From an optimization exercise on the open Yosys and OpenROAD flow, aimed at small area; shortcuts taken in it are not production practice. Where RTL was checked, it was by simulation tests only, not by an equivalence proof against the original. No activity file was given, so power comes from the tool's default toggle rates.

## P
Design vector_unit_top, start of the top module:
module vector_unit_top (
    input  logic                  clk_i,
    input  logic                  rst_n_i,
    input  logic                  wb_cyc_i,
    input  logic                  wb_stb_i,
    input  logic                  wb_we_i,
    input  logic [5-1:0] wb_adr_i,
    input  logic [32-1:0] wb_dat_i,
    input  logic [3:0]            wb_sel_i,
    output logic [32-1:0] wb_dat_o,
    output logic                  wb_ack_o
);
clock: 5.0 ns
lec_check: 0
cap_margin: 20
core_margin: 2
core_utilization: 40
cts_buf_list: sky130_fd_sc_hd__clkbuf_4 sky130_fd_sc_hd__clkbuf_8
cts_cluster_diameter: 100
cts_cluster_size: 40
slew_margin: 20
standard.sh (not shown) runs the stock make flow with config.mk's settings and CLKGATE_MAP_FILE= SYNTH_SCRIPT=/design/flow/synth_recipe.tcl, a recipe that flattens the netlist after the stock synthesis.
==> flow/flow/run.sh <==
#!/bin/bash
# Layout flow: the standard ORFS flow, with three changes in how the
# layout is made:
#  - synthesis maps the logic with the ABC script in flow/abc.script (the
#    rest of the synthesis script is ORFS's own, unchanged);
#  - the port buffers are sky130_fd_sc_hd__buf_1 cells;
#  - extra make variables from flow/make_args.txt, one per line.
# Each tool's full output goes to a log file in this folder.
set -euo pipefail
HERE=$PWD
FLOWDIR=$HERE/flow

# Synthesis script: the standard flow's, sourcing ORFS's synth.tcl with the ABC script
# swapped for ours
sed "/source \$::env(SCRIPTS_DIR)\/synth_preamble.tcl/a set abc_args [lreplace \$abc_args 1 1 $FLOWDIR/abc.script]" \
    "$FLOW_HOME/scripts/synth.tcl" > "$HERE/synth_own.tcl"
sed "s|source \$::env(SCRIPTS_DIR)/synth.tcl|source $HERE/synth_own.tcl|" \
    "$HERE/synth_recipe.tcl" > "$HERE/synth_recipe_own.tcl"
grep -q "synth_own.tcl" "$HERE/synth_recipe_own.tcl"
grep -q "abc.script" "$HERE/synth_own.tcl"

args=(SYNTH_SCRIPT="$HERE/synth_recipe_own.tcl"
      "BUFFER_PORTS_ARGS=-buffer_cell sky130_fd_sc_hd__buf_1")
if [[ -f "$FLOWDIR/make_args.txt" ]]; then
    while IFS= read -r line; do
        [[ -n "$line" ]] && args+=("$line")
    done < "$FLOWDIR/make_args.txt"
fi
bash "$HERE/standard.sh" "${args[@]}" finish > "$HERE/standard.log" 2>&1
==> flow/flow/abc.script <==
strash
dch -f
amap
topo
stime -c
==> flow/flow/make_args.txt <==
ADDER_MAP_FILE=
Changes in Q relative to P:
--- a/flow/design.v
+++ b/flow/design.v
@@ -87,33 +87,25 @@
             res_q <= res_d;
             cl_q  <= clamp_b;
         end else if (run) begin
             res_q <= sh & {32{a_vld}};
         end
     end
-    logic       sel_a, sel_b, sel_r, sel_c, sel_s;
-    logic [3:0] sel_rk, sel_rc, fill_rd;
-    assign sel_a = a_opa  && a_vld;
-    assign sel_b = a_opb  && b_vld;
-    assign sel_r = a_res  && r_vld;
-    assign sel_c = a_ctrl && c_vld;
-    assign sel_s = a_stat && r_vld;
-    assign sel_rk  = {4{sel_r}} & ~cl_q;
-    assign sel_rc  = {4{sel_r}} & cl_q;
-    always_comb begin
-        for (int j = 0; j < 4; j++) fill_rd[j] = sel_rc[j] && res_q[8*j+6];
+    logic [31:0] res_rd;
+    always_comb begin
         for (int i = 0; i < 32; i++) begin
-            if (i % 8 < 6)
-                wb_dat_o[i] = (sel_a && opa_q[i]) || (sel_b && opb_q[i]) ||
-                              (sel_rk[i/8] && res_q[i]) || fill_rd[i/8];
-            else
-                wb_dat_o[i] = (sel_a && opa_q[i]) || (sel_b && opb_q[i]) ||
-                              (sel_r && res_q[i]);
-        end
-        wb_dat_o[5:0] = wb_dat_o[5:0] | ({6{sel_c}} & {es_q, op_q});
-        wb_dat_o[1]   = wb_dat_o[1] | (sel_s && (|cl_q));
+            if (i % 8 < 6) res_rd[i] = cl_q[i/8] ? res_q[8*(i/8)+6] : res_q[i];
+            else           res_rd[i] = res_q[i];
+        end
+    end
+    always_comb begin
+        wb_dat_o = ({32{a_opa  && a_vld}} & opa_q) |
+                   ({32{a_opb  && b_vld}} & opb_q) |
+                   ({32{a_res  && r_vld}} & res_rd) |
+                   ({32{a_ctrl && c_vld}} & {26'b0, es_q, op_q}) |
+                   ({32{a_stat && r_vld}} & {30'b0, |cl_q, 1'b0});
     end
     logic e8, is_add, neg, left, sat, rnd, logical, sub, satadd;
     assign e8      = (es_q == 2'b00);
     assign is_add  = op_q[3];
     assign neg     = opb_q[4];
     assign left    = !is_add && ((op_q[2:1] == 2'b10) || ((op_q[2:1] == 2'b11) && !neg));
## What came out
- Q: full flow OK, the timing, DRC and antenna checks passed
- Q ended up with res_q[6] as its worst setup path endpoint; P ended up with res_q[14].
- Total global-route track usage, P and Q: higher on P
- Comparing P and Q, number of distinct standard cells referenced by the synthesized netlist is higher on P.
- [compare] base=P new=Q: proportion of final cell area spent on non-clock buffers lower, number of nets at the end of the flow roughly the same, die area roughly the same, synthesized area roughly the same, final non-filler cell total roughly the same.
- The design area number comes out lower for Q vs P.
- Between P and Q, the worst setup slack is lower for Q.
- Against P, first-pass GRT wire length in Q came out better.
Function was not checked in any run of this note: the RTL went through the layout flow alone.

---

Setup of run 1:
Another version of the RTL of vector_unit_top (not shown whole).
Size: about 1000 cells after synthesis, ~120 flip-flops, ~79 I/O pins, ~0.0083 mm^2 of cells after synthesis.
Settings: LEC_CHECK=0, CAP_MARGIN=20, CORE_MARGIN=2, CORE_UTILIZATION=40, CTS_BUF_LIST=sky130_fd_sc_hd__clkbuf_4 sky130_fd_sc_hd__clkbuf_8, CTS_CLUSTER_DIAMETER=100, CTS_CLUSTER_SIZE=40, SLEW_MARGIN=20; clock period 5.0 ns.
Scripts as last shown in full above: flow/flow/run.sh, flow/flow/abc.script, flow/flow/make_args.txt
## Diff of input files: run 2 against run 1
diff --git a/flow/design.v b/flow/design.v
--- a/flow/design.v
+++ b/flow/design.v
@@ -125,21 +125,28 @@
     assign left    = !is_add && ((op_q[2:1] == 2'b10) || ((op_q[2:1] == 2'b11) && !neg));
     assign sat     = !is_add && ((op_q[2:0] == 3'd5) || ((op_q[2:1] == 2'b11) && !neg));
     assign rnd     = !is_add && ((op_q[2:0] == 3'd1) || (op_q[2:0] == 3'd3) ||
                                  ((op_q[2:0] == 3'd7) && neg));
     assign logical = (op_q[2:1] == 2'b01);
     assign sub     = op_q[0];
     assign satadd  = is_add && op_q[1];
-    logic [3:0] s_pos, s_neg, k;
-    logic       k3, kz;
-    assign s_pos = opb_q[3:0];
-    assign s_neg = 4'd0 - opb_q[3:0];
-    assign k     = is_add ? 4'd0 : ((left ^ neg) ? s_neg : s_pos);
-    assign k3    = k[3] && !e8;
-    assign kz    = (k[2:0] == 3'd0) && !k3;
+    logic [3:0] s_pos, s_neg, k_in, k_d, k_q, k;
+    logic       k3, kz, left_in;
+    assign s_pos   = opb_q[3:0];
+    assign s_neg   = 4'd0 - opb_q[3:0];
+    assign left_in = !wb_dat_i[3] && ((wb_dat_i[2:1] == 2'b10) ||
+                                      ((wb_dat_i[2:1] == 2'b11) && !neg));
+    assign k_in    = wb_dat_i[3] ? 4'd0 : ((left_in ^ neg) ? s_neg : s_pos);
+    assign k_d     = {k_in[3] && (wb_dat_i[5:4] != 2'b00), k_in[2:0]};
+    always_ff @(posedge clk_i) begin
+        k_q <= k_d;
+    end
+    assign k  = k_q;
+    assign k3 = k_q[3];
+    assign kz = (k_q == 4'd0);
     logic [7:0] v;
     always_comb begin
         for (int b = 0; b < 8; b++) v[b] = (b + k[2:0] >= 8);
     end
     logic [31:0] y, sh;
     logic [3:0]  lsign;
     always_comb begin
@@ -191,29 +198,30 @@
     assign r_l[3] = !kz && x[31];
     logic [3:0] shmsb, satcl;
     assign shmsb[0] = e8 ? sh[7]  : sh[15];
     assign shmsb[1] = sh[15];
     assign shmsb[2] = e8 ? sh[23] : sh[31];
     assign shmsb[3] = sh[31];
     assign satcl    = (lost_l | shmsb) & {4{sat && a_vld}};
-    logic [3:0] fl_q;
-    always_ff @(posedge clk_i) begin
-        fl_q <= satcl | (r_l & {4{a_vld && rnd}});
+    logic [3:0] lost_q, r_q;
+    always_ff @(posedge clk_i) begin
+        lost_q <= satcl;
+        r_q    <= r_l & {4{a_vld && rnd}};
     end
     logic [31:0] bb, sum;
     logic [3:0]  cin;
     logic bgate_q, subx_q;
     always_ff @(posedge clk_i) begin
         bgate_q <= is_add && b_vld;
         subx_q  <= is_add && sub;
     end
     assign bb = (opb_q & {32{bgate_q}}) ^ {32{subx_q}};
     always_comb begin
         for (int j = 0; j < 4; j++) begin
-            cin[j] = subx_q || (rnd && fl_q[j]);
+            cin[j] = subx_q || r_q[j];
         end
     end
     logic [7:0] p8 [4], g8 [4];
     logic [3:0] bci, bco;
     always_comb begin
         bci[0] = cin[0];
         bci[1] = e8 ? cin[1] : bco[0];
@@ -255,17 +263,17 @@
                 smsb[j] = sum[8*j+7];
             end else begin
                 amsb[j] = e8 ? res_q[8*j+7]  : res_q[8*j+15];
                 bmsb[j] = e8 ? bb[8*j+7]  : bb[8*j+15];
                 smsb[j] = e8 ? sum[8*j+7] : sum[8*j+15];
             end
             clamp_b[j] = (satadd && (amsb[j] == bmsb[j]) && (smsb[j] != amsb[j])) ||
-                         (sat && fl_q[j]);
+                         lost_q[j];
         end
         for (int i = 0; i < 32; i++) begin
-            if ((i % 8 == 7) && top_b[i/8] && sat && fl_q[i/8])
+            if ((i % 8 == 7) && top_b[i/8] && lost_q[i/8])
                 res_d[i] = !lsign[i/8];
             else
                 res_d[i] = sum[i];
         end
     end
 endmodule
Results
Post-synthesis to final-layout area growth in run 2 is 2.6 points below run 1. Summary — area of all placed cells without fillers, run 2 relative to run 1: lower, by about 0.6%. Run 1 → run 2: number of standard-cell rows in the floorplan went up by about 2%; post-DP HPWL went up by about 1.4%; first-pass GRT wire length went up by about 0.37%.
Function not checked in run 1: the RTL went through the layout flow alone.

---

== rev 12 ==
vector_unit_top, a different RTL version from the one above (not shown whole).
For scale: ~110 flip-flops, roughly 10000 sq um of cells after synthesis.
==> flow/design.v (excerpt) <==
module vector_unit_top (
    input  logic                  clk_i,
    input  logic                  rst_n_i,
    input  logic                  wb_cyc_i,
    input  logic                  wb_stb_i,
    input  logic                  wb_we_i,
    input  logic [5-1:0] wb_adr_i,
    input  logic [32-1:0] wb_dat_i,
    input  logic [3:0]            wb_sel_i,
    output logic [32-1:0] wb_dat_o,
    output logic                  wb_ack_o
);
Settings: LEC_CHECK=0, CAP_MARGIN=20, CORE_MARGIN=2, CORE_UTILIZATION=40, SLEW_MARGIN=20; clock period 5.0 ns.
run.sh (not shown) runs the stock make flow with config.mk's settings and CLKGATE_MAP_FILE= SYNTH_SCRIPT=/design/flow/synth_recipe.tcl, a recipe that flattens the netlist after the stock synthesis.
Stock flow here: none of the scripts above is used.
To summarise rev 12: no stage aborted, but the layout did not pass its checks, failing on setup timing.
[inputs] rev 13 vs rev 12
diff --git a/flow/design.v b/flow/design.v
--- a/flow/design.v
+++ b/flow/design.v
@@ -82,17 +82,17 @@
         if (wr_ctrl) begin
             op_q <= wb_dat_i[3:0];
             es_q <= wb_dat_i[5:4];
         end
         if (pass2_q) begin
             res_q <= res_d;
             ovf_q <= ovf_d;
         end else if (run) begin
-            res_q <= z & {32{a_vld}};
+            res_q <= sh & {32{a_vld}};
         end
     end
     always_comb begin
         wb_dat_o = ({32{a_opa  && a_vld}} & opa_q) |
                    ({32{a_opb  && b_vld}} & opb_q) |
                    ({32{a_res  && r_vld}} & res_q) |
                    ({32{a_ctrl && c_vld}} & {26'b0, es_q, op_q}) |
                    ({32{a_stat && r_vld}} & {30'b0, ovf_q, 1'b0});
@@ -140,17 +140,17 @@
             end
         end
     end
     assign lsign[0] = a_vld && (e8 ? opa_q[7]  : opa_q[15]);
     assign lsign[1] = a_vld && opa_q[15];
     assign lsign[2] = a_vld && (e8 ? opa_q[23] : opa_q[31]);
     assign lsign[3] = a_vld && opa_q[31];
     logic [31:0] x;
-    assign x = res_q;
+    assign x = z;
     logic [31:0] u, lostb;
     logic [3:0]  lost_b;
     always_comb begin
         for (int j = 0; j < 4; j++) begin
             for (int b = 0; b < 8; b++) begin
                 if (j % 2 == 0) u[8*j+b] = v[b] && (e8 || k3);
                 else            u[8*j+b] = v[b] || k3;
             end
@@ -170,49 +170,54 @@
     assign lost_l[0] = e8 ? lost_b[0] : (lost_b[0] || lost_b[1]);
     assign lost_l[1] = e8 ? lost_b[1] : (lost_b[0] || lost_b[1]);
     assign lost_l[2] = e8 ? lost_b[2] : (lost_b[2] || lost_b[3]);
     assign lost_l[3] = e8 ? lost_b[3] : (lost_b[2] || lost_b[3]);
     assign r_l[0] = !kz && (e8 ? x[7] : x[15]);
     assign r_l[1] = !kz && x[15];
     assign r_l[2] = !kz && (e8 ? x[23] : x[31]);
     assign r_l[3] = !kz && x[31];
+    logic [3:0] lost_q, r_q;
+    always_ff @(posedge clk_i) begin
+        lost_q <= lost_l & {4{a_vld}};
+        r_q    <= r_l & {4{a_vld}};
+    end
     logic [31:0] bb, sum;
     logic [3:0]  cin;
     assign bb = (opb_q & {32{is_add && b_vld}}) ^ {32{is_add && sub}};
     always_comb begin
         for (int j = 0; j < 4; j++) begin
-            cin[j] = is_add ? sub : (rnd && r_l[j]);
+            cin[j] = is_add ? sub : (rnd && r_q[j]);
         end
     end
     logic c8, c16, c24;
     logic [9:0] t0, t1, t2, t3;
-    assign t0  = {1'b0, sh[7:0], 1'b1}   + {1'b0, bb[7:0], cin[0]};
+    assign t0  = {1'b0, res_q[7:0], 1'b1}   + {1'b0, bb[7:0], cin[0]};
     assign c8  = e8 ? cin[1] : t0[9];
-    assign t1  = {1'b0, sh[15:8], 1'b1}  + {1'b0, bb[15:8], c8};
+    assign t1  = {1'b0, res_q[15:8], 1'b1}  + {1'b0, bb[15:8], c8};
     assign c16 = cin[2];
-    assign t2  = {1'b0, sh[23:16], 1'b1} + {1'b0, bb[23:16], c16};
+    assign t2  = {1'b0, res_q[23:16], 1'b1} + {1'b0, bb[23:16], c16};
     assign c24 = e8 ? cin[3] : t2[9];
-    assign t3  = {1'b0, sh[31:24], 1'b1} + {1'b0, bb[31:24], c24};
+    assign t3  = {1'b0, res_q[31:24], 1'b1} + {1'b0, bb[31:24], c24};
     assign sum = {t3[8:1], t2[8:1], t1[8:1], t0[8:1]};
     logic [3:0] amsb, bmsb, smsb, clamp_b, top_b;
     always_comb begin
         for (int j = 0; j < 4; j++) begin
             top_b[j] = e8 || (j % 2 == 1);
             if (j % 2 == 1) begin
-                amsb[j] = sh[8*j+7];
+                amsb[j] = res_q[8*j+7];
                 bmsb[j] = bb[8*j+7];
                 smsb[j] = sum[8*j+7];
             end else begin
-                amsb[j] = e8 ? sh[8*j+7]  : sh[8*j+15];
+                amsb[j] = e8 ? res_q[8*j+7]  : res_q[8*j+15];
                 bmsb[j] = e8 ? bb[8*j+7]  : bb[8*j+15];
                 smsb[j] = e8 ? sum[8*j+7] : sum[8*j+15];
             end
             clamp_b[j] = (satadd && (amsb[j] == bmsb[j]) && (smsb[j] != amsb[j])) ||
-                         (sat && (lost_l[j] || smsb[j]));
+                         (sat && (lost_q[j] || smsb[j]));
         end
         for (int i = 0; i < 32; i++) begin
             if (clamp_b[i/8])
                 res_d[i] = ((i % 8 == 7) && top_b[i/8]) ? lsign[i/8] : !lsign[i/8];
             else
                 res_d[i] = sum[i];
         end
     end
[summary]
Every stage of the flow completed for rev 13, and the final layout passed the timing, DRC and antenna checks. Rev 13 vs rev 12: non-clock inverter total of the final layout up. Length in cells of the worst reg-to-reg path for rev 13 is lower than for rev 12. Area added between synthesis and finish: rev 13 < rev 12. Side by side, combinational cell fraction of total power turned out lower in rev 13 than in rev 12. Rev 13 does better than rev 12 on cell area after layout. Relative to rev 12, final routed wire length divided by cell count decreased by 1.1 microns in rev 13. The mapped cell area in rev 13 sits 370 sq um above the value recorded for rev 12. Compare rev 13 and rev 12 | global-route usage lower: rev 13. Rev 13 — power spent charging and discharging nets about 8% higher, rev 12 as reference. Run comparison: rev 12 cell with the largest stage delay on the worst path sky130_fd_sc_hd__or3_4; rev 13 cell with the largest stage delay on the worst path sky130_fd_sc_hd__edfxtp_1. Against rev 12, rev 13 reports a routed wire length that is lower.
The RTL of rev 12 was laid out without a check of its function.

-- port drivers added, routing unchanged --
The results above use ideal ports. As a check the final layouts listed here were re-extracted and re-timed, cells and wires unchanged.
Step 1 sets driving cells, clkbuf_16 on the clock port and buf_2 on the other inputs (assumed; they add their load-dependent delay and slew).
Step 2 adds t to the input delays and takes it off the output delays; t is the mean of the earliest and latest rising clock arrival at the registers after step 1. Input paths then give back, and output paths get back, about the clock's delay inside the block.
a / b / c = ideal / step 1 / step 2; a / b = the first two.
| run | shift t [ns] | setup WS [ns] | worst setup path after step 2 | latest minus earliest clock arrival (ns) | cell pins on the clock port's net |
|---|---|---|---|---|---|
| P | 0.499 | 0.399 / 0.399 / 0.399 | register to register | 0.017 / 0.017 | 1 |
| Q | 0.518 | 0.386 / 0.386 / 0.386 | register to register | 0.018 / 0.018 | 1 |
| run 1 | 0.499 | 0.445 / 0.445 / 0.445 | register to register | 0.015 / 0.015 | 1 |
| run 2 | 0.510 | 0.477 / 0.477 / 0.477 | register to register | 0.019 / 0.019 | 1 |
| rev 12 | 0.476 | -0.291 / -0.291 / -0.291 | register to register | 0.014 / 0.013 | 1 |
| rev 13 | 0.467 | 0.245 / 0.245 / 0.245 | register to register | 0.013 / 0.013 | 1 |
